Source: an optimization exercise on an open RTL-to-GDS flow (aim: small area and few clock cycles per item). Production flows keep margins and buffers that such runs may drop.
In this exercise RTL edits were held to simulation tests only and were not proved equivalent to the original.

## flow/design.v (module list and top-level ports; edited modules follow where they fit)
// module stv_mul_inc: 3672 lines
// module stv_mul_dec: 2172 lines
// module stv_s1: 1715 lines
// module stv_pcm: 620 lines
// module stv_sine_rom: 1284 lines
// module stv_cfg_data: 5 lines
// module stv_fa: 4 lines
// module stv_ha: 4 lines
// module swept_tone_voice: 901 lines
module swept_tone_voice #(
    parameter int SINE_TABLE_BITS = stv_pkg::SINE_TABLE_BITS_DEF,
    parameter int COUNT_BITS      = stv_pkg::COUNT_BITS_DEF
) (
    input  logic        i_clk,
    input  logic        i_rst_n,
    input  logic        s_axis_tvalid,
    output logic        s_axis_tready,
    input  logic [23:0] s_axis_tdata,    
    input  logic [0:0]  s_axis_tuser,    
    output logic        m_axis_tvalid,
    input  logic        m_axis_tready,
    output logic [39:0] m_axis_tdata,    
    output logic [0:0]  m_axis_tuser,    
    input  logic        i_cfg_we,
    input  logic [2:0]  i_cfg_index,
    input  logic [31:0] i_cfg_data
);
  // ...
==> flow/run.sh <==
#!/bin/bash
# synth_recipe.tcl (not shown) runs the flow's synth.tcl, then flattens the netlist and writes it again
# the make line also repeats each setting of config.mk as NAME=value (left out here)
make -C /OpenROAD-flow-scripts/flow DESIGN_CONFIG=/design/flow/config.mk WORK_HOME=/design/flow/orfs CLKGATE_MAP_FILE= SYNTH_SCRIPT=/design/flow/synth_recipe.tcl finish
==> flow/config.mk <==
export PLATFORM = sky130hd
export DESIGN_NAME = swept_tone_voice
export DESIGN_NICKNAME = swept_tone_voice
export VERILOG_FILES = /design/flow/design.v
export SDC_FILE = /design/flow/constraint.sdc
export NUM_CORES = 4
export LEC_CHECK = 0
export CAP_MARGIN = 10
export CORE_MARGIN = 2
export CORE_UTILIZATION = 40
export CTS_CLUSTER_DIAMETER = 60
export CTS_CLUSTER_SIZE = 25
export SLEW_MARGIN = 10
export SYNTH_HIERARCHICAL = 1
export SYNTH_MEMORY_MAX_BITS = 32768
export SYNTH_MINIMUM_KEEP_SIZE = 0
==> flow/constraint.sdc <==
create_clock -name core_clock -period 13.0 [get_ports {i_clk}]
set_input_delay 2.6000 -clock core_clock [delete_from_list [all_inputs] [get_ports {i_clk}]]
set_output_delay 2.6000 -clock core_clock [all_outputs]
set_load 0.01 [all_outputs]
==> impl_metrics.tcl, run 1 <==
set metrics [dict create \
    ant_nets 0 \
    n_fill_cell 18500 \
    multi_input_area_share_pct 77.2 \
    synth_commonest_cells "nand2_1, fa_1, clkbuf_1, edfxtp_1, ha_1" \
    synth.distinct_cells 123 \
    drt-total-wl_um 254000 \
    synth_edf_count 365 \
    hold_viol 0 \
    multi_input_area_um2 65000 \
    core-area_um2 195000 \
    wl_met2_um 122000 \
    synth_top_family_by_area "adder cells" \
    critical_path_class "in2reg" \
    postSynthCellCount 7555 \
    crit_family "adder cells" \
    status "no timing/DRC/antenna violations" \
    avgSynthCellArea_um2 10.4 \
    vias 59200 \
    worstMarginPinSlew_ns 1.22 \
    drt_iter0_drc 5683 \
    cp-startpoint "s_axis_tuser[0]" \
    met1_length_um 96900 \
    seq_area_um2 11000 \
    met1_usage_pct 33.0 \
    final_cell_mix "nand2_1, fa_1, ha_1, edfxtp_1, inv_1" \
    drc 0 \
    setup-tns-final_ns 0 \
    rrSetupSlack_ns 1.49 \
    max_flop_register "r_cfg" \
]
Testbench counts, summed over its fixed seeds: cycles 19,442, items 18,162.
==> module swept_tone_voice, before the edit <==
module swept_tone_voice #(
    parameter int SINE_TABLE_BITS = stv_pkg::SINE_TABLE_BITS_DEF,
    parameter int COUNT_BITS      = stv_pkg::COUNT_BITS_DEF
) (
    input  logic        i_clk,
    input  logic        i_rst_n,
    input  logic        s_axis_tvalid,
    output logic        s_axis_tready,
    input  logic [23:0] s_axis_tdata,    
    input  logic [0:0]  s_axis_tuser,    
    output logic        m_axis_tvalid,
    input  logic        m_axis_tready,
    output logic [39:0] m_axis_tdata,    
    output logic [0:0]  m_axis_tuser,    
    input  logic        i_cfg_we,
    input  logic [2:0]  i_cfg_index,
    input  logic [31:0] i_cfg_data
);
    stv_pkg::t_cfg r_cfg;
    logic [31:0] w_cfg_d0;
    logic [24:0] w_cfg_d1;    
    logic [7:0]  w_cfg_en;
    stv_cfg_data u_cfg_data (.i_data(i_cfg_data), .i_rst_n(i_rst_n), .o_d0(w_cfg_d0), .o_d1(w_cfg_d1));
    always_comb begin
        for (int k = 0; k < 8; k++) w_cfg_en[k] = !i_rst_n || (i_cfg_we && (i_cfg_index == 3'(k)));
    end
    always_ff @(posedge i_clk) begin
        if (w_cfg_en[REG_WAVE_TYPE])       r_cfg.wave_type       <= w_cfg_d0[1:0];
        if (w_cfg_en[REG_START_INCREMENT]) r_cfg.start_increment <= w_cfg_d0[30:0];
        if (w_cfg_en[REG_SWEEP_FACTOR])    r_cfg.sweep_factor    <= {w_cfg_d0[31], w_cfg_d1[24], w_cfg_d0[29:0]};
        if (w_cfg_en[REG_ATTACK_SAMPLES])  r_cfg.attack_samples  <= w_cfg_d0[19:0];
        if (w_cfg_en[REG_ATTACK_STEP])     r_cfg.attack_step     <= w_cfg_d0[23:0];
        if (w_cfg_en[REG_DECAY_START])     r_cfg.decay_start     <= w_cfg_d0[23:0];
        if (w_cfg_en[REG_DECAY_FACTOR])    r_cfg.decay_factor    <= w_cfg_d1[23:0];
        if (w_cfg_en[REG_NOTE_LENGTH])     r_cfg.note_length     <= {w_cfg_d0[19:1], w_cfg_d1[0]};
    end
    logic r_v1, r_v2;
    logic w_ready2, w_ready1, w_accept;
    assign w_ready2      = !r_v2 || m_axis_tready;
    assign w_ready1      = !r_v1 || w_ready2;
    assign s_axis_tready = w_ready1;
    assign w_accept      = s_axis_tvalid && w_ready1;
    logic [31:0] r_phase, r_inc;
    logic [19:0] r_idx;
    logic [23:0] r_env;
    logic        r_note_on;
    logic        w_start, w_active, w_in_att, w_at_att, w_not_end;
    logic [31:0] e_inc, w_phase_new, w_inc_next;
    logic [19:0] w_idx_inc, w_idx_next;
    logic [23:0] e_env, w_env_used, w_env_next, w_dec_next, w_att_next;
    logic [24:0] w_att_sum, w_att_r;
    logic [33:0] w_inc_prod;
    assign w_start = (s_axis_tuser[0] == OP_START);
    assign w_idx_inc = r_idx + 1'b1;
    logic [32:0] w_phase_sum;
    logic bp1;
    logic bp2;
    logic bp3;
    logic bp4;
    logic bp5;
    logic bp6;
    logic bp7;
    logic bp8;
    logic bp9;
    logic bp10;
    logic bp11;
    logic bp12;
    logic bp13;
    logic bp14;
    logic bp15;
    logic bp16;
    logic bp17;
    logic bp18;
    logic bp19;
    logic bp20;
    logic bp21;
    logic bp22;
    logic bp23;
    logic bp24;
    logic bp25;
    logic bp26;
    logic bp27;
    logic bp28;
    logic bp29;
    logic bp30;
    logic bp31;
    logic bp32;
    logic bp33;
    logic bp34;
    logic bp35;
    logic bp36;
    logic bp37;
    logic bp38;
    logic bp39;
    logic bp40;
    logic bp41;
    logic bp42;
    logic bp43;
    logic bp44;
    logic bp45;
    logic bp46;
    logic bp47;
    logic bp48;
    logic bp49;
    logic bp50;
    logic bp51;
    logic bp52;
    logic bp53;
    logic bp54;
    logic bp55;
    logic bp56;
    logic bp57;
    logic bp58;
    logic bp59;
    logic bp60;
    logic bp61;
    logic bp62;
    logic bp63;
    logic bp64;
    logic bp65;
    logic bp66;
    logic bp67;
    logic bp68;
    logic bp69;
    logic bp70;
    logic bp71;
    logic bp72;
    logic bp73;
    logic bp74;
    logic bp75;
    logic bp76;
    logic bp77;
    logic bp78;
    logic bp79;
    logic bp80;
    logic bp81;
    logic bp82;
    logic bp83;
    logic bp84;
    logic bp85;
    logic bp86;
    logic bp87;
    logic bp88;
    logic bp89;
    logic bp90;
    logic bp91;
    logic bp92;
    logic bp93;
    logic bp94;
    logic bp95;
    logic bp96;
    logic bp97;
    logic bp98;
    logic bp99;
    logic bp100;
    logic bp101;
    logic bp102;
    logic bp103;
    logic bp104;
    logic bp105;
    logic bp106;
    logic bp107;
    logic bp108;
    logic bp109;
    logic bp110;
    logic bp111;
    logic bp112;
    logic bp113;
    logic bp114;
    logic bp115;
    logic bp116;
    logic bp117;
    logic bp118;
    logic bp119;
    logic bp120;
    logic bp121;
    logic bp122;
    logic bp123;
    logic bp124;
    logic bp125;
    logic bp126;
    logic bp127;
    logic bp128;
    logic bp129;
    logic bp130;
    logic bp131;
    logic bp132;
    logic bp133;
    logic bp134;
    logic bp135;
    logic bp136;
    logic bp137;
    logic bp138;
    logic bp139;
    logic bp140;
    logic bp141;
    logic bp142;
    logic bp143;
    logic bp144;
    logic bp145;
    logic bp146;
    logic bp147;
    logic bp148;
    logic bp149;
    logic bp150;
    logic bp151;
    logic bp152;
    logic bp153;
    logic bp154;
    logic bp155;
    logic bp156;
    logic bp157;
    logic bp158;
    logic bp159;
    logic bp160;
    logic bp161;
    logic bp162;
    logic bp163;
    logic bp164;
    logic bp165;
    logic bp166;
    logic bp167;
    logic bp168;
    logic bp169;
    logic bp170;
    logic bp171;
    logic bp172;
    logic bp173;
    logic bp174;
    logic bp175;
    logic bp176;
    logic bp177;
    logic bp178;
    logic bp179;
    logic bp180;
    logic bp181;
    logic bp182;
    logic bp183;
    logic bp184;
    logic bp185;
    logic bp186;
    logic bp187;
    logic bp188;
    logic bp189;
    logic bp190;
    logic bp191;
    logic bp192;
    logic bp193;
    logic bp194;
    logic bp195;
    logic bp196;
    logic bp197;
    logic bp198;
    logic bp199;
    logic bp200;
    logic bp201;
    logic bp202;
    logic bp203;
    logic bp204;
    logic bp205;
    logic bp206;
    logic bp207;
    logic bp208;
    logic bp209;
    assign bp1 = r_phase[0] & r_inc[0];
    assign bp2 = r_phase[0] ^ r_inc[0];
    assign bp3 = r_phase[1] & r_inc[1];
    assign bp4 = r_phase[1] ^ r_inc[1];
    assign bp5 = r_phase[2] & r_inc[2];
    assign bp6 = r_phase[2] ^ r_inc[2];
    assign bp7 = r_phase[3] & r_inc[3];
    assign bp8 = r_phase[3] ^ r_inc[3];
    assign bp9 = r_phase[4] & r_inc[4];
    assign bp10 = r_phase[4] ^ r_inc[4];
    assign bp11 = r_phase[5] & r_inc[5];
    assign bp12 = r_phase[5] ^ r_inc[5];
    assign bp13 = r_phase[6] & r_inc[6];
    assign bp14 = r_phase[6] ^ r_inc[6];
    assign bp15 = r_phase[7] & r_inc[7];
    assign bp16 = r_phase[7] ^ r_inc[7];
    assign bp17 = r_phase[8] & r_inc[8];
    assign bp18 = r_phase[8] ^ r_inc[8];
    assign bp19 = r_phase[9] & r_inc[9];
    assign bp20 = r_phase[9] ^ r_inc[9];
    assign bp21 = r_phase[10] & r_inc[10];
    assign bp22 = r_phase[10] ^ r_inc[10];
    assign bp23 = r_phase[11] & r_inc[11];
    assign bp24 = r_phase[11] ^ r_inc[11];
    assign bp25 = r_phase[12] & r_inc[12];
    assign bp26 = r_phase[12] ^ r_inc[12];
    assign bp27 = r_phase[13] & r_inc[13];
    assign bp28 = r_phase[13] ^ r_inc[13];
    assign bp29 = r_phase[14] & r_inc[14];
    assign bp30 = r_phase[14] ^ r_inc[14];
    assign bp31 = r_phase[15] & r_inc[15];
    assign bp32 = r_phase[15] ^ r_inc[15];
    assign bp33 = r_phase[16] & r_inc[16];
    assign bp34 = r_phase[16] ^ r_inc[16];
    assign bp35 = r_phase[17] & r_inc[17];
    assign bp36 = r_phase[17] ^ r_inc[17];
    assign bp37 = r_phase[18] & r_inc[18];
    assign bp38 = r_phase[18] ^ r_inc[18];
    assign bp39 = r_phase[19] & r_inc[19];
    assign bp40 = r_phase[19] ^ r_inc[19];
    assign bp41 = r_phase[20] & r_inc[20];
    assign bp42 = r_phase[20] ^ r_inc[20];
    assign bp43 = r_phase[21] & r_inc[21];
    assign bp44 = r_phase[21] ^ r_inc[21];
    assign bp45 = r_phase[22] & r_inc[22];
    assign bp46 = r_phase[22] ^ r_inc[22];
    assign bp47 = r_phase[23] & r_inc[23];
    assign bp48 = r_phase[23] ^ r_inc[23];
    assign bp49 = r_phase[24] & r_inc[24];
    assign bp50 = r_phase[24] ^ r_inc[24];
    assign bp51 = r_phase[25] & r_inc[25];
    assign bp52 = r_phase[25] ^ r_inc[25];
    assign bp53 = r_phase[26] & r_inc[26];
    assign bp54 = r_phase[26] ^ r_inc[26];
    assign bp55 = r_phase[27] & r_inc[27];
    assign bp56 = r_phase[27] ^ r_inc[27];
    assign bp57 = r_phase[28] & r_inc[28];
    assign bp58 = r_phase[28] ^ r_inc[28];
    assign bp59 = r_phase[29] & r_inc[29];
    assign bp60 = r_phase[29] ^ r_inc[29];
    assign bp61 = r_phase[30] & r_inc[30];
    assign bp62 = r_phase[30] ^ r_inc[30];
    assign bp63 = r_phase[31] & r_inc[31];
    assign bp64 = r_phase[31] ^ r_inc[31];
    assign bp65 = bp3 | (bp4 & bp1);
    assign bp66 = bp4 & bp2;
    assign bp67 = bp7 | (bp8 & bp5);
    assign bp68 = bp8 & bp6;
    assign bp69 = bp11 | (bp12 & bp9);
    assign bp70 = bp12 & bp10;
    assign bp71 = bp15 | (bp16 & bp13);
    assign bp72 = bp16 & bp14;
    assign bp73 = bp19 | (bp20 & bp17);
    assign bp74 = bp20 & bp18;
    assign bp75 = bp23 | (bp24 & bp21);
    assign bp76 = bp24 & bp22;
    assign bp77 = bp27 | (bp28 & bp25);
    assign bp78 = bp28 & bp26;
    assign bp79 = bp31 | (bp32 & bp29);
    assign bp80 = bp32 & bp30;
    assign bp81 = bp35 | (bp36 & bp33);
    assign bp82 = bp36 & bp34;
    assign bp83 = bp39 | (bp40 & bp37);
    assign bp84 = bp40 & bp38;
    assign bp85 = bp43 | (bp44 & bp41);
    assign bp86 = bp44 & bp42;
    assign bp87 = bp47 | (bp48 & bp45);
    assign bp88 = bp48 & bp46;
    assign bp89 = bp51 | (bp52 & bp49);
    assign bp90 = bp52 & bp50;
    assign bp91 = bp55 | (bp56 & bp53);
    assign bp92 = bp56 & bp54;
    assign bp93 = bp59 | (bp60 & bp57);
    assign bp94 = bp60 & bp58;
    assign bp95 = bp63 | (bp64 & bp61);
    assign bp96 = bp64 & bp62;
    assign bp97 = bp67 | (bp68 & bp65);
    assign bp98 = bp68 & bp66;
    assign bp99 = bp71 | (bp72 & bp69);
    assign bp100 = bp72 & bp70;
    assign bp101 = bp75 | (bp76 & bp73);
    assign bp102 = bp76 & bp74;
    assign bp103 = bp79 | (bp80 & bp77);
    assign bp104 = bp80 & bp78;
    assign bp105 = bp83 | (bp84 & bp81);
    assign bp106 = bp84 & bp82;
    assign bp107 = bp87 | (bp88 & bp85);
    assign bp108 = bp88 & bp86;
    assign bp109 = bp91 | (bp92 & bp89);
    assign bp110 = bp92 & bp90;
    assign bp111 = bp95 | (bp96 & bp93);
    assign bp112 = bp96 & bp94;
    assign bp113 = bp99 | (bp100 & bp97);
    assign bp114 = bp100 & bp98;
    assign bp115 = bp103 | (bp104 & bp101);
    assign bp116 = bp104 & bp102;
    assign bp117 = bp107 | (bp108 & bp105);
    assign bp118 = bp108 & bp106;
    assign bp119 = bp111 | (bp112 & bp109);
    assign bp120 = bp112 & bp110;
    assign bp121 = bp115 | (bp116 & bp113);
    assign bp122 = bp116 & bp114;
    assign bp123 = bp119 | (bp120 & bp117);
    assign bp124 = bp120 & bp118;
    assign bp125 = bp123 | (bp124 & bp121);
    assign bp126 = bp124 & bp122;
    assign bp127 = bp117 | (bp118 & bp121);
    assign bp128 = bp118 & bp122;
    assign bp129 = bp101 | (bp102 & bp113);
    assign bp130 = bp102 & bp114;
    assign bp131 = bp105 | (bp106 & bp121);
    assign bp132 = bp106 & bp122;
    assign bp133 = bp109 | (bp110 & bp127);
    assign bp134 = bp110 & bp128;
    assign bp135 = bp69 | (bp70 & bp97);
    assign bp136 = bp70 & bp98;
    assign bp137 = bp73 | (bp74 & bp113);
    assign bp138 = bp74 & bp114;
    assign bp139 = bp77 | (bp78 & bp129);
    assign bp140 = bp78 & bp130;
    assign bp141 = bp81 | (bp82 & bp121);
    assign bp142 = bp82 & bp122;
    assign bp143 = bp85 | (bp86 & bp131);
    assign bp144 = bp86 & bp132;
    assign bp145 = bp89 | (bp90 & bp127);
    assign bp146 = bp90 & bp128;
    assign bp147 = bp93 | (bp94 & bp133);
    assign bp148 = bp94 & bp134;
    assign bp149 = bp5 | (bp6 & bp65);
    assign bp150 = bp6 & bp66;
    assign bp151 = bp9 | (bp10 & bp97);
    assign bp152 = bp10 & bp98;
    assign bp153 = bp13 | (bp14 & bp135);
    assign bp154 = bp14 & bp136;
    assign bp155 = bp17 | (bp18 & bp113);
    assign bp156 = bp18 & bp114;
    assign bp157 = bp21 | (bp22 & bp137);
    assign bp158 = bp22 & bp138;
    assign bp159 = bp25 | (bp26 & bp129);
    assign bp160 = bp26 & bp130;
    assign bp161 = bp29 | (bp30 & bp139);
    assign bp162 = bp30 & bp140;
    assign bp163 = bp33 | (bp34 & bp121);
    assign bp164 = bp34 & bp122;
    assign bp165 = bp37 | (bp38 & bp141);
    assign bp166 = bp38 & bp142;
    assign bp167 = bp41 | (bp42 & bp131);
    assign bp168 = bp42 & bp132;
    assign bp169 = bp45 | (bp46 & bp143);
    assign bp170 = bp46 & bp144;
    assign bp171 = bp49 | (bp50 & bp127);
    assign bp172 = bp50 & bp128;
    assign bp173 = bp53 | (bp54 & bp145);
    assign bp174 = bp54 & bp146;
    assign bp175 = bp57 | (bp58 & bp133);
    assign bp176 = bp58 & bp134;
    assign bp177 = bp61 | (bp62 & bp147);
    assign bp178 = bp62 & bp148;
    assign bp179 = bp4 ^ bp1;
    assign bp180 = bp6 ^ bp65;
    assign bp181 = bp8 ^ bp149;
    assign bp182 = bp10 ^ bp97;
    assign bp183 = bp12 ^ bp151;
    assign bp184 = bp14 ^ bp135;
    assign bp185 = bp16 ^ bp153;
    assign bp186 = bp18 ^ bp113;
    assign bp187 = bp20 ^ bp155;
    assign bp188 = bp22 ^ bp137;
    assign bp189 = bp24 ^ bp157;
    assign bp190 = bp26 ^ bp129;
    assign bp191 = bp28 ^ bp159;
    assign bp192 = bp30 ^ bp139;
    assign bp193 = bp32 ^ bp161;
    assign bp194 = bp34 ^ bp121;
    assign bp195 = bp36 ^ bp163;
    assign bp196 = bp38 ^ bp141;
    assign bp197 = bp40 ^ bp165;
    assign bp198 = bp42 ^ bp131;
    assign bp199 = bp44 ^ bp167;
    assign bp200 = bp46 ^ bp143;
    assign bp201 = bp48 ^ bp169;
    assign bp202 = bp50 ^ bp127;
    assign bp203 = bp52 ^ bp171;
    assign bp204 = bp54 ^ bp145;
    assign bp205 = bp56 ^ bp173;
    assign bp206 = bp58 ^ bp133;
    assign bp207 = bp60 ^ bp175;
    assign bp208 = bp62 ^ bp147;
    assign bp209 = bp64 ^ bp177;
    assign w_phase_sum = {bp125, {bp209, bp208, bp207, bp206, bp205, bp204, bp203, bp202, bp201, bp200, bp199, bp198, bp197, bp196, bp195, bp194, bp193, bp192, bp191, bp190, bp189, bp188, bp187, bp186, bp185, bp184, bp183, bp182, bp181, bp180, bp179, bp2}};
    logic ba1;
    logic ba2;
    logic ba3;
    logic ba4;
    logic ba5;
    logic ba6;
    logic ba7;
    logic ba8;
    logic ba9;
    logic ba10;
    logic ba11;
    logic ba12;
    logic ba13;
    logic ba14;
    logic ba15;
    logic ba16;
    logic ba17;
    logic ba18;
    logic ba19;
    logic ba20;
    logic ba21;
    logic ba22;
    logic ba23;
    logic ba24;
    logic ba25;
    logic ba26;
    logic ba27;
    logic ba28;
    logic ba29;
    logic ba30;
    logic ba31;
    logic ba32;
    logic ba33;
    logic ba34;
    logic ba35;
    logic ba36;
    logic ba37;
    logic ba38;
    logic ba39;
    logic ba40;
    logic ba41;
    logic ba42;
    logic ba43;
    logic ba44;
    logic ba45;
    logic ba46;
    logic ba47;
    logic ba48;
    logic ba49;
    logic ba50;
    logic ba51;
    logic ba52;
    logic ba53;
    logic ba54;
    logic ba55;
    logic ba56;
    logic ba57;
    logic ba58;
    logic ba59;
    logic ba60;
    logic ba61;
    logic ba62;
    logic ba63;
    logic ba64;
    logic ba65;
    logic ba66;
    logic ba67;
    logic ba68;
    logic ba69;
    logic ba70;
    logic ba71;
    logic ba72;
    logic ba73;
    logic ba74;
    logic ba75;
    logic ba76;
    logic ba77;
    logic ba78;
    logic ba79;
    logic ba80;
    logic ba81;
    logic ba82;
    logic ba83;
    logic ba84;
    logic ba85;
    logic ba86;
    logic ba87;
    logic ba88;
    logic ba89;
    logic ba90;
    logic ba91;
    logic ba92;
    logic ba93;
    logic ba94;
    logic ba95;
    logic ba96;
    logic ba97;
    logic ba98;
    logic ba99;
    logic ba100;
    logic ba101;
    logic ba102;
    logic ba103;
    logic ba104;
    logic ba105;
    logic ba106;
    logic ba107;
    logic ba108;
    logic ba109;
    logic ba110;
    logic ba111;
    logic ba112;
    logic ba113;
    logic ba114;
    logic ba115;
    logic ba116;
    logic ba117;
    logic ba118;
    logic ba119;
    logic ba120;
    logic ba121;
    logic ba122;
    logic ba123;
    logic ba124;
    logic ba125;
    logic ba126;
    logic ba127;
    logic ba128;
    logic ba129;
    logic ba130;
    logic ba131;
    logic ba132;
    logic ba133;
    logic ba134;
    logic ba135;
    logic ba136;
    logic ba137;
    logic ba138;
    logic ba139;
    logic ba140;
    logic ba141;
    logic ba142;
    logic ba143;
    logic ba144;
    logic ba145;
    logic ba146;
    logic ba147;
    logic ba148;
    logic ba149;
    logic ba150;
    logic ba151;
    logic ba152;
    logic ba153;
    assign ba1 = r_env[0] & r_cfg.attack_step[0];
    assign ba2 = r_env[0] ^ r_cfg.attack_step[0];
    assign ba3 = r_env[1] & r_cfg.attack_step[1];
    assign ba4 = r_env[1] ^ r_cfg.attack_step[1];
    assign ba5 = r_env[2] & r_cfg.attack_step[2];
    assign ba6 = r_env[2] ^ r_cfg.attack_step[2];
    assign ba7 = r_env[3] & r_cfg.attack_step[3];
    assign ba8 = r_env[3] ^ r_cfg.attack_step[3];
    assign ba9 = r_env[4] & r_cfg.attack_step[4];
    assign ba10 = r_env[4] ^ r_cfg.attack_step[4];
    assign ba11 = r_env[5] & r_cfg.attack_step[5];
    assign ba12 = r_env[5] ^ r_cfg.attack_step[5];
    assign ba13 = r_env[6] & r_cfg.attack_step[6];
    assign ba14 = r_env[6] ^ r_cfg.attack_step[6];
    assign ba15 = r_env[7] & r_cfg.attack_step[7];
    assign ba16 = r_env[7] ^ r_cfg.attack_step[7];
    assign ba17 = r_env[8] & r_cfg.attack_step[8];
    assign ba18 = r_env[8] ^ r_cfg.attack_step[8];
    assign ba19 = r_env[9] & r_cfg.attack_step[9];
    assign ba20 = r_env[9] ^ r_cfg.attack_step[9];
    assign ba21 = r_env[10] & r_cfg.attack_step[10];
    assign ba22 = r_env[10] ^ r_cfg.attack_step[10];
    assign ba23 = r_env[11] & r_cfg.attack_step[11];
    assign ba24 = r_env[11] ^ r_cfg.attack_step[11];
    assign ba25 = r_env[12] & r_cfg.attack_step[12];
    assign ba26 = r_env[12] ^ r_cfg.attack_step[12];
    assign ba27 = r_env[13] & r_cfg.attack_step[13];
    assign ba28 = r_env[13] ^ r_cfg.attack_step[13];
    assign ba29 = r_env[14] & r_cfg.attack_step[14];
    assign ba30 = r_env[14] ^ r_cfg.attack_step[14];
    assign ba31 = r_env[15] & r_cfg.attack_step[15];
    assign ba32 = r_env[15] ^ r_cfg.attack_step[15];
    assign ba33 = r_env[16] & r_cfg.attack_step[16];
    assign ba34 = r_env[16] ^ r_cfg.attack_step[16];
    assign ba35 = r_env[17] & r_cfg.attack_step[17];
    assign ba36 = r_env[17] ^ r_cfg.attack_step[17];
    assign ba37 = r_env[18] & r_cfg.attack_step[18];
    assign ba38 = r_env[18] ^ r_cfg.attack_step[18];
    assign ba39 = r_env[19] & r_cfg.attack_step[19];
    assign ba40 = r_env[19] ^ r_cfg.attack_step[19];
    assign ba41 = r_env[20] & r_cfg.attack_step[20];
    assign ba42 = r_env[20] ^ r_cfg.attack_step[20];
    assign ba43 = r_env[21] & r_cfg.attack_step[21];
    assign ba44 = r_env[21] ^ r_cfg.attack_step[21];
    assign ba45 = r_env[22] & r_cfg.attack_step[22];
    assign ba46 = r_env[22] ^ r_cfg.attack_step[22];
    assign ba47 = r_env[23] & r_cfg.attack_step[23];
    assign ba48 = r_env[23] ^ r_cfg.attack_step[23];
    assign ba49 = ba3 | (ba4 & ba1);
    assign ba50 = ba4 & ba2;
    assign ba51 = ba7 | (ba8 & ba5);
    assign ba52 = ba8 & ba6;
    assign ba53 = ba11 | (ba12 & ba9);
    assign ba54 = ba12 & ba10;
    assign ba55 = ba15 | (ba16 & ba13);
    assign ba56 = ba16 & ba14;
    assign ba57 = ba19 | (ba20 & ba17);
    assign ba58 = ba20 & ba18;
    assign ba59 = ba23 | (ba24 & ba21);
    assign ba60 = ba24 & ba22;
    assign ba61 = ba27 | (ba28 & ba25);
    assign ba62 = ba28 & ba26;
    assign ba63 = ba31 | (ba32 & ba29);
    assign ba64 = ba32 & ba30;
    assign ba65 = ba35 | (ba36 & ba33);
    assign ba66 = ba36 & ba34;
    assign ba67 = ba39 | (ba40 & ba37);
    assign ba68 = ba40 & ba38;
    assign ba69 = ba43 | (ba44 & ba41);
    assign ba70 = ba44 & ba42;
    assign ba71 = ba47 | (ba48 & ba45);
    assign ba72 = ba48 & ba46;
    assign ba73 = ba51 | (ba52 & ba49);
    assign ba74 = ba52 & ba50;
    assign ba75 = ba55 | (ba56 & ba53);
    assign ba76 = ba56 & ba54;
    assign ba77 = ba59 | (ba60 & ba57);
    assign ba78 = ba60 & ba58;
    assign ba79 = ba63 | (ba64 & ba61);
    assign ba80 = ba64 & ba62;
    assign ba81 = ba67 | (ba68 & ba65);
    assign ba82 = ba68 & ba66;
    assign ba83 = ba71 | (ba72 & ba69);
    assign ba84 = ba72 & ba70;
    assign ba85 = ba75 | (ba76 & ba73);
    assign ba86 = ba76 & ba74;
    assign ba87 = ba79 | (ba80 & ba77);
    assign ba88 = ba80 & ba78;
    assign ba89 = ba83 | (ba84 & ba81);
    assign ba90 = ba84 & ba82;
    assign ba91 = ba87 | (ba88 & ba85);
    assign ba92 = ba88 & ba86;
    assign ba93 = ba89 | (ba90 & ba91);
    assign ba94 = ba90 & ba92;
    assign ba95 = ba77 | (ba78 & ba85);
    assign ba96 = ba78 & ba86;
    assign ba97 = ba81 | (ba82 & ba91);
    assign ba98 = ba82 & ba92;
    assign ba99 = ba53 | (ba54 & ba73);
    assign ba100 = ba54 & ba74;
    assign ba101 = ba57 | (ba58 & ba85);
    assign ba102 = ba58 & ba86;
    assign ba103 = ba61 | (ba62 & ba95);
    assign ba104 = ba62 & ba96;
    assign ba105 = ba65 | (ba66 & ba91);
    assign ba106 = ba66 & ba92;
    assign ba107 = ba69 | (ba70 & ba97);
    assign ba108 = ba70 & ba98;
    assign ba109 = ba5 | (ba6 & ba49);
    assign ba110 = ba6 & ba50;
    assign ba111 = ba9 | (ba10 & ba73);
    assign ba112 = ba10 & ba74;
    assign ba113 = ba13 | (ba14 & ba99);
    assign ba114 = ba14 & ba100;
    assign ba115 = ba17 | (ba18 & ba85);
    assign ba116 = ba18 & ba86;
    assign ba117 = ba21 | (ba22 & ba101);
    assign ba118 = ba22 & ba102;
    assign ba119 = ba25 | (ba26 & ba95);
    assign ba120 = ba26 & ba96;
    assign ba121 = ba29 | (ba30 & ba103);
    assign ba122 = ba30 & ba104;
    assign ba123 = ba33 | (ba34 & ba91);
    assign ba124 = ba34 & ba92;
    assign ba125 = ba37 | (ba38 & ba105);
    assign ba126 = ba38 & ba106;
    assign ba127 = ba41 | (ba42 & ba97);
    assign ba128 = ba42 & ba98;
    assign ba129 = ba45 | (ba46 & ba107);
    assign ba130 = ba46 & ba108;
    assign ba131 = ba4 ^ ba1;
    assign ba132 = ba6 ^ ba49;
    assign ba133 = ba8 ^ ba109;
    assign ba134 = ba10 ^ ba73;
    assign ba135 = ba12 ^ ba111;
    assign ba136 = ba14 ^ ba99;
    assign ba137 = ba16 ^ ba113;
    assign ba138 = ba18 ^ ba85;
    assign ba139 = ba20 ^ ba115;
    assign ba140 = ba22 ^ ba101;
    assign ba141 = ba24 ^ ba117;
    assign ba142 = ba26 ^ ba95;
    assign ba143 = ba28 ^ ba119;
    assign ba144 = ba30 ^ ba103;
    assign ba145 = ba32 ^ ba121;
    assign ba146 = ba34 ^ ba91;
    assign ba147 = ba36 ^ ba123;
    assign ba148 = ba38 ^ ba105;
    assign ba149 = ba40 ^ ba125;
    assign ba150 = ba42 ^ ba97;
    assign ba151 = ba44 ^ ba127;
    assign ba152 = ba46 ^ ba107;
    assign ba153 = ba48 ^ ba129;
    assign w_att_r = {ba93, {ba153, ba152, ba151, ba150, ba149, ba148, ba147, ba146, ba145, ba144, ba143, ba142, ba141, ba140, ba139, ba138, ba137, ba136, ba135, ba134, ba133, ba132, ba131, ba2}};
    always_comb begin
        if (w_start) begin
            w_active  = (r_cfg.note_length != 20'd0);
            w_in_att  = (r_cfg.attack_samples != 20'd0);
            w_at_att  = (r_cfg.attack_samples == 20'd0);
            w_not_end = (r_cfg.note_length != 20'd1);
            w_idx_next = 20'd1;
            w_att_sum = {1'b0, r_cfg.attack_step};
        end else begin
            w_active  = r_note_on && (r_idx < r_cfg.note_length);
            w_in_att  = (r_idx < r_cfg.attack_samples);
            w_at_att  = (r_idx == r_cfg.attack_samples);
            w_not_end = (w_idx_inc != r_cfg.note_length);
            w_idx_next = w_idx_inc;
            w_att_sum = w_att_r;
        end
        e_inc   = w_start ? {1'b0, r_cfg.start_increment} : r_inc;
        e_env   = w_start ? 24'd0 : r_env;
        w_phase_new = w_start ? {1'b0, r_cfg.start_increment} : w_phase_sum[31:0];
        w_att_next  = w_att_sum[24] ? ENV_MAX : w_att_sum[23:0];
        w_env_used  = (!w_in_att && w_at_att) ? r_cfg.decay_start : e_env;
        w_env_next  = w_in_att ? w_att_next : w_dec_next;
        w_inc_next  = (|w_inc_prod[33:32]) ? 32'hFFFF_FFFF : w_inc_prod[31:0];
    end
    stv_mul_inc u_mul_inc (.a(e_inc), .b(r_cfg.sweep_factor), .q(w_inc_prod));
    stv_mul_dec u_mul_dec (.a(w_env_used), .b(r_cfg.decay_factor), .q(w_dec_next));
    logic w_load;
    assign w_load = w_accept && (w_active || w_start);
    always_ff @(posedge i_clk) begin
        if (w_load) begin
            r_phase <= w_active ? w_phase_new : 32'd0;
            r_inc   <= w_active ? w_inc_next : {1'b0, r_cfg.start_increment};
            r_idx   <= w_active ? w_idx_next : 20'd0;
            r_env   <= w_active ? w_env_next : 24'd0;
        end
    end
    always_ff @(posedge i_clk) begin
        if (!i_rst_n) begin
            r_note_on <= 1'b0;
        end else if (w_accept) begin
            r_note_on <= w_active && w_not_end;
        end
    end
    logic [10:0] w_addr;
    logic [15:0] w_sine;
    logic [16:0] w_ramp, w_mag;
    logic [16:0] w_tri;
    logic        w_neg;
    assign w_addr = w_phase_new[30] ? (11'd1024 - {1'b0, w_phase_new[29:20]})
                                    : {1'b0, w_phase_new[29:20]};
    stv_sine_rom u_rom (.a(w_addr), .q(w_sine));
    assign w_tri  = w_phase_new[31] ? {1'b0, w_phase_new[30:15]}
                                    : ({1'b0, ~w_phase_new[30:15]} + {16'd0, (w_phase_new[14:0] == 15'd0)});
    always_comb begin
        w_ramp = (r_cfg.wave_type == WAVE_SAW) ? w_phase_new[31:15] : w_tri;
        case (r_cfg.wave_type)
            WAVE_SINE: begin
                w_mag = {1'b0, w_sine};
                w_neg = w_phase_new[31];
            end
            WAVE_SQUARE: begin
                w_mag = WAVE_PEAK;
                w_neg = w_phase_new[31];
            end
            default: begin
                w_neg = (w_ramp[16:15] == 2'b00);
                w_mag = w_neg ? ({2'b00, ~w_ramp[14:0]} + 17'd1)
                              : {w_ramp[16:15] - 2'd1, w_ramp[14:0]};
            end
        endcase
    end
    logic        r_act1, r_neg1;
    logic [16:0] r_mag1;
    logic [23:0] r_env1;
    logic [17:0] r_mix1;
    always_ff @(posedge i_clk) begin
        if (!i_rst_n) begin
            r_v1 <= 1'b0;
        end else if (w_ready1) begin
            r_v1 <= s_axis_tvalid;
        end
    end
    always_ff @(posedge i_clk) begin
        if (w_ready1) begin
            r_act1 <= w_active;
            r_neg1 <= w_active && w_neg;
            r_mag1 <= w_active ? w_mag : 17'd0;
            r_env1 <= w_env_used;
            r_mix1 <= s_axis_tdata[17:0];
        end
    end
    logic [17:0] w_mix_out;
    logic [15:0] w_pcm;
    stv_s1 u_s1 (
        .i_mag (r_mag1),
        .i_env (r_env1),
        .i_neg (r_neg1),
        .i_mix (r_mix1),
        .o_mix (w_mix_out)
    );
    logic        r_act2;
    logic [17:0] r_mix2;
    always_ff @(posedge i_clk) begin
        if (!i_rst_n) begin
            r_v2 <= 1'b0;
        end else if (w_ready2) begin
            r_v2 <= r_v1;
        end
    end
    always_ff @(posedge i_clk) begin
        if (w_ready2) begin
            r_mix2 <= w_mix_out;
            r_act2 <= r_act1;
        end
    end
    assign m_axis_tvalid = r_v2;
    stv_pcm u_pcm (.i_mix(r_mix2), .o_pcm(w_pcm));
    assign m_axis_tdata  = {6'd0, w_pcm, r_mix2};
    assign m_axis_tuser  = r_act2;
endmodule
==> inputs of run 2 (changes only) <==
--- a/flow/design.v
+++ b/flow/design.v
@@ -10326,13 +10326,13 @@
     stv_mul_inc u_mul_inc (.a(e_inc), .b(r_cfg.sweep_factor), .q(w_inc_prod));
     stv_mul_dec u_mul_dec (.a(w_env_used), .b(r_cfg.decay_factor), .q(w_dec_next));
     logic w_load;
-    assign w_load = w_accept && (w_active || w_start);
+    assign w_load = w_accept && w_active;
     always_ff @(posedge i_clk) begin
         if (w_load) begin
-            r_phase <= w_active ? w_phase_new : 32'd0;
-            r_inc   <= w_active ? w_inc_next : {1'b0, r_cfg.start_increment};
-            r_idx   <= w_active ? w_idx_next : 20'd0;
-            r_env   <= w_active ? w_env_next : 24'd0;
+            r_phase <= w_phase_new;
+            r_inc   <= w_inc_next;
+            r_idx   <= w_idx_next;
+            r_env   <= w_env_next;
         end
     end
     always_ff @(posedge i_clk) begin
--- a/flow/config.mk
+++ b/flow/config.mk
@@ -5,12 +5,12 @@
 export SDC_FILE = /design/flow/constraint.sdc
 export NUM_CORES = 4
 export LEC_CHECK = 0
-export CAP_MARGIN = 10
+export CAP_MARGIN = 20
 export CORE_MARGIN = 2
 export CORE_UTILIZATION = 40
 export CTS_CLUSTER_DIAMETER = 60
 export CTS_CLUSTER_SIZE = 25
-export SLEW_MARGIN = 10
+export SLEW_MARGIN = 20
 export SYNTH_HIERARCHICAL = 1
 export SYNTH_MEMORY_MAX_BITS = 32768
 export SYNTH_MINIMUM_KEEP_SIZE = 0
==> impl_metrics.tcl, run 2 <==
set metrics [dict create \
    status "no timing/DRC/antenna violations" \
    synth_top_family_by_area "adder cells" \
    seq_area_um2 11000 \
    yosysWarnings 8 \
    layout_commonest_cell "nand2_1" \
    slew_viol_final 0 \
    synth.distinct_cells 130 \
    post_drt_wl_per_cell_um 25.6 \
    timing.hold.ws_ns 0.531 \
    critPathMaxStageDelay_ns 0.76 \
    ys_async_sr_fraction_pct 0 \
    grt_pass1_wl_um 397000 \
    slew_headroom_pct 22.1 \
    numClockSinks 368 \
    n_fill_cell 18600 \
    largest_register_ffs 177 \
    cts_buffers 38 \
    postSynthCellCount 7523 \
    setup-tns-final_ns 0 \
    rrSetupSlack_ns 1.88 \
    ant_nets 0 \
    avgSynthCellArea_um2 10.4 \
    post_cts_buffers 0 \
    synth_ff_type "edfxtp_1" \
    cts_tree "built" \
    drive_gt1_share_pct 6.05 \
    synth-seq-cells 368 \
    cts.htree.levels 2 \
    rsz0062_at_grt "false" \
    layout_setup_ws_ns 1.33 \
    reg_top3 "r_cfg: 177 flops, r_inc: 32 flops, r_phase: 32 flops" \
    hpwl_um 179000 \
    yosysMostFrequentCell "nand2_1" \
    finalSetupViolCount 0 \
    cts_resized 0 \
    final.setup_skew_ns 0.0313 \
    synthAdderAreaFrac_pct 56.0 \
    synth-simple-area-share_pct 15.6 \
    worstHoldPathType "reg2reg" \
    grt_max_degree 86 \
    dr.pass1.iters 6 \
    dieArea_um2 200000 \
    yosys-top-cells-area "fa_1, edfxtp_1, nand2_1, ha_1, clkbuf_1" \
    io_buffers 95 \
    core-area_um2 195000 \
    synth_compound_area_share_pct 7.26 \
    cpMaxStageDelayCell "a21o_1" \
    vias 59500 \
    gr-total-overflow 0 \
    clkLatencyLatePin_ns 0.63 \
    critPathLaunchType "input pin" \
    hold_viol 0 \
    final_cell_area_um2 84300 \
    fmax_mhz 85.7 \
    syn2layout_area_growth_pct 7.41 \
    synth-xor-area-share_pct 1.97 \
    multi_input_area_um2 65000 \
    grt_usage_pct 26.1 \
    worst-path-max-fanout 47 \
    cp_common_cell "fa_1" \
    synth.top_cell.area_share_pct 50.0 \
    yosysTopAreaCell "fa_1" \
    cap_violations 0 \
    die_w_um 447 \
    antenna_found_initial 6 \
    initial_core_util_pct 40.2 \
    min_period_ns 11.67 \
    cts-root-buf "clkbuf_16" \
    drt_iter0_drc 5494 \
    cp.required_ns 13.37 \
    final_cell_mix "nand2_1, fa_1, ha_1, edfxtp_1, inv_1" \
    num_rows 162 \
    critical_path_class "in2reg" \
    dpl-instance-area_um2 82800 \
    clock_path_buffers 3 \
    synth_commonest_cells "nand2_1, fa_1, clkbuf_1, edfxtp_1, ha_1" \
    synth_area_um2 78500 \
    path_clk_slew_ns 0.08 \
    hold_buffers 0 \
    boundaryPins 108 \
    period_share_pct 89.8 \
    seq_area_frac_synth_pct 14.0 \
    path_cells "buf_4, buf_12, nor2b_1, a21o_1, buf_4, nand2_1, fa_1, fa_1, fa_1, fa_1, fa_1, fa_1, fa_1, ha_1, a21oi_1, o21ai_0, a221oi_1, o21ai_0, a211oi_1, o21a_1, o31ai_2, fa_1, inv_1, or3_1" \
    worstMarginPinSlew_ns 1.17 \
    grt_pass1_vias 65500 \
    cp_data_arrival_time_ns 12.04 \
    synth.area.mux_share_pct 1.16 \
    max_flop_register "r_cfg" \
    drc 0 \
    cp-end-kind "flip-flop" \
    synth_edf_count 365 \
    finalNetCount 9814 \
    viasPerCell 5.90 \
    fp.dieH_um 447 \
    dpl_worst_slack_ns 0.692 \
    globalplace.congestion 0.883 \
    drt-total-wl_um 258000 \
]
[run 2: cell types whose count changed after synthesis, sizes merged, moves of 11 or more]
cell and change:
nor2 -26, o221a -23, o22ai +12, a21o +15, nand2 -56, inv +19
o21ai -31, o221ai +11, a211oi +16, mux2i +12, or3 +39
[run 2: layout make-up]
class,instances,area share (%)
tap,2624,3.90
clock buffer,38,1.13
multi-input combinational,6463,77.1
timing repair buffer,308,3.12
antenna,2,0.00594
inverter,247,1.11
sequential,368,13.1
clock inverter,31,0.594
[run 2: Yosys stat by module, one instance, submodules excluded, excerpt]
module            cells  copies in the design
stv_mul_dec         835                     1
stv_mul_inc        1466                     1
swept_tone_voice   1509                     1
stv_pcm             148                     1
stv_sine_rom        847                     1
stv_s1              723                     1
[run 2: through the flow]
stage | util, % | std cells
6_report | 43.2 | 10100
5_1_grt | 43.2 | 10100
4_1_cts | 43.2 | 10100
3_5_place_dp | 42.5 | 10000
3_3_place_gp | 42.4 | 10000
2_1_floorplan | - | 7604
[run 2: worst paths after layout]
kind	from	to	cells past startpoint
worst max register to register	r_idx[18]	r_env[15]	31
worst max-delay path	s_axis_tuser[0]	r_inc[1]	24
worst min register to register	r_act1	r_act2	0
worst min-delay path	r_act1	r_act2	0
[run 2: critical path, delay by kind of cell]
kind	cells	cell delay (ns)
and+or+nand+nor	3	0.93
AOI/OAI and AO/OA	8	2.71
adders and majority gates	9	4.51
buffers and inverters	4	1.23
[run 2: cell families (layout without fill, tap and decap cells)]
| logic type | Yosys count | count (layout) |
|---|---|---|
| and+or+nand+nor | 2930 | 2930 |
| adders and majority gates | 2340 | 2340 |
| AOI/OAI and AO/OA | 852 | 852 |
| buffers and inverters | 773 | 624 |
| DFF | 368 | 368 |
| xor gates and xnor gates | 171 | 171 |
| muxes | 83 | 83 |
| other | 6 | 89 |
[run 2: per-layer routing]
layer | track usage, % | share of wire (%)
met3 | 6.15 | 10
met2 | 42.3 | 47
met4 | 11.4 | 5.0
met5 | 0 | 0.0070
met1 | 33.5 | 38
Testbench counts of run 2, summed over its fixed seeds: cycles 19,442, items 18,162.

afterwards: timing with drivers on the ports:
In the flow no input, the clock included, has a driving cell. The finished layouts below were timed again as built, in two steps. Step 1 (the two cells are an assumption about what drives the block):
set clk [get_ports {i_clk}]
set_driving_cell -lib_cell sky130_fd_sc_hd__clkbuf_16 $clk
set_driving_cell -lib_cell sky130_fd_sc_hd__buf_2 [delete_from_list [all_inputs] $clk]
Step 2 moves the port delays by t, midway between the first and last clock arrival at a register: inputs arrive t later, outputs are due t later. That takes back most of the time a late clock gives input paths. Three values: ideal, step 1, step 2; two values: the first two.
run	t, ns	setup WS [ns]	worst slew at a driven data input, ns
run 1	0.679	1.422 / 1.367 / 0.688	0.13
run 2	0.683	1.331 / 1.318 / 0.635	0.10
After both steps every run listed still meets setup and hold. The setup slack of run 1, which loses most, moves by -0.055 ns with the drivers and by -0.734 ns with both steps.
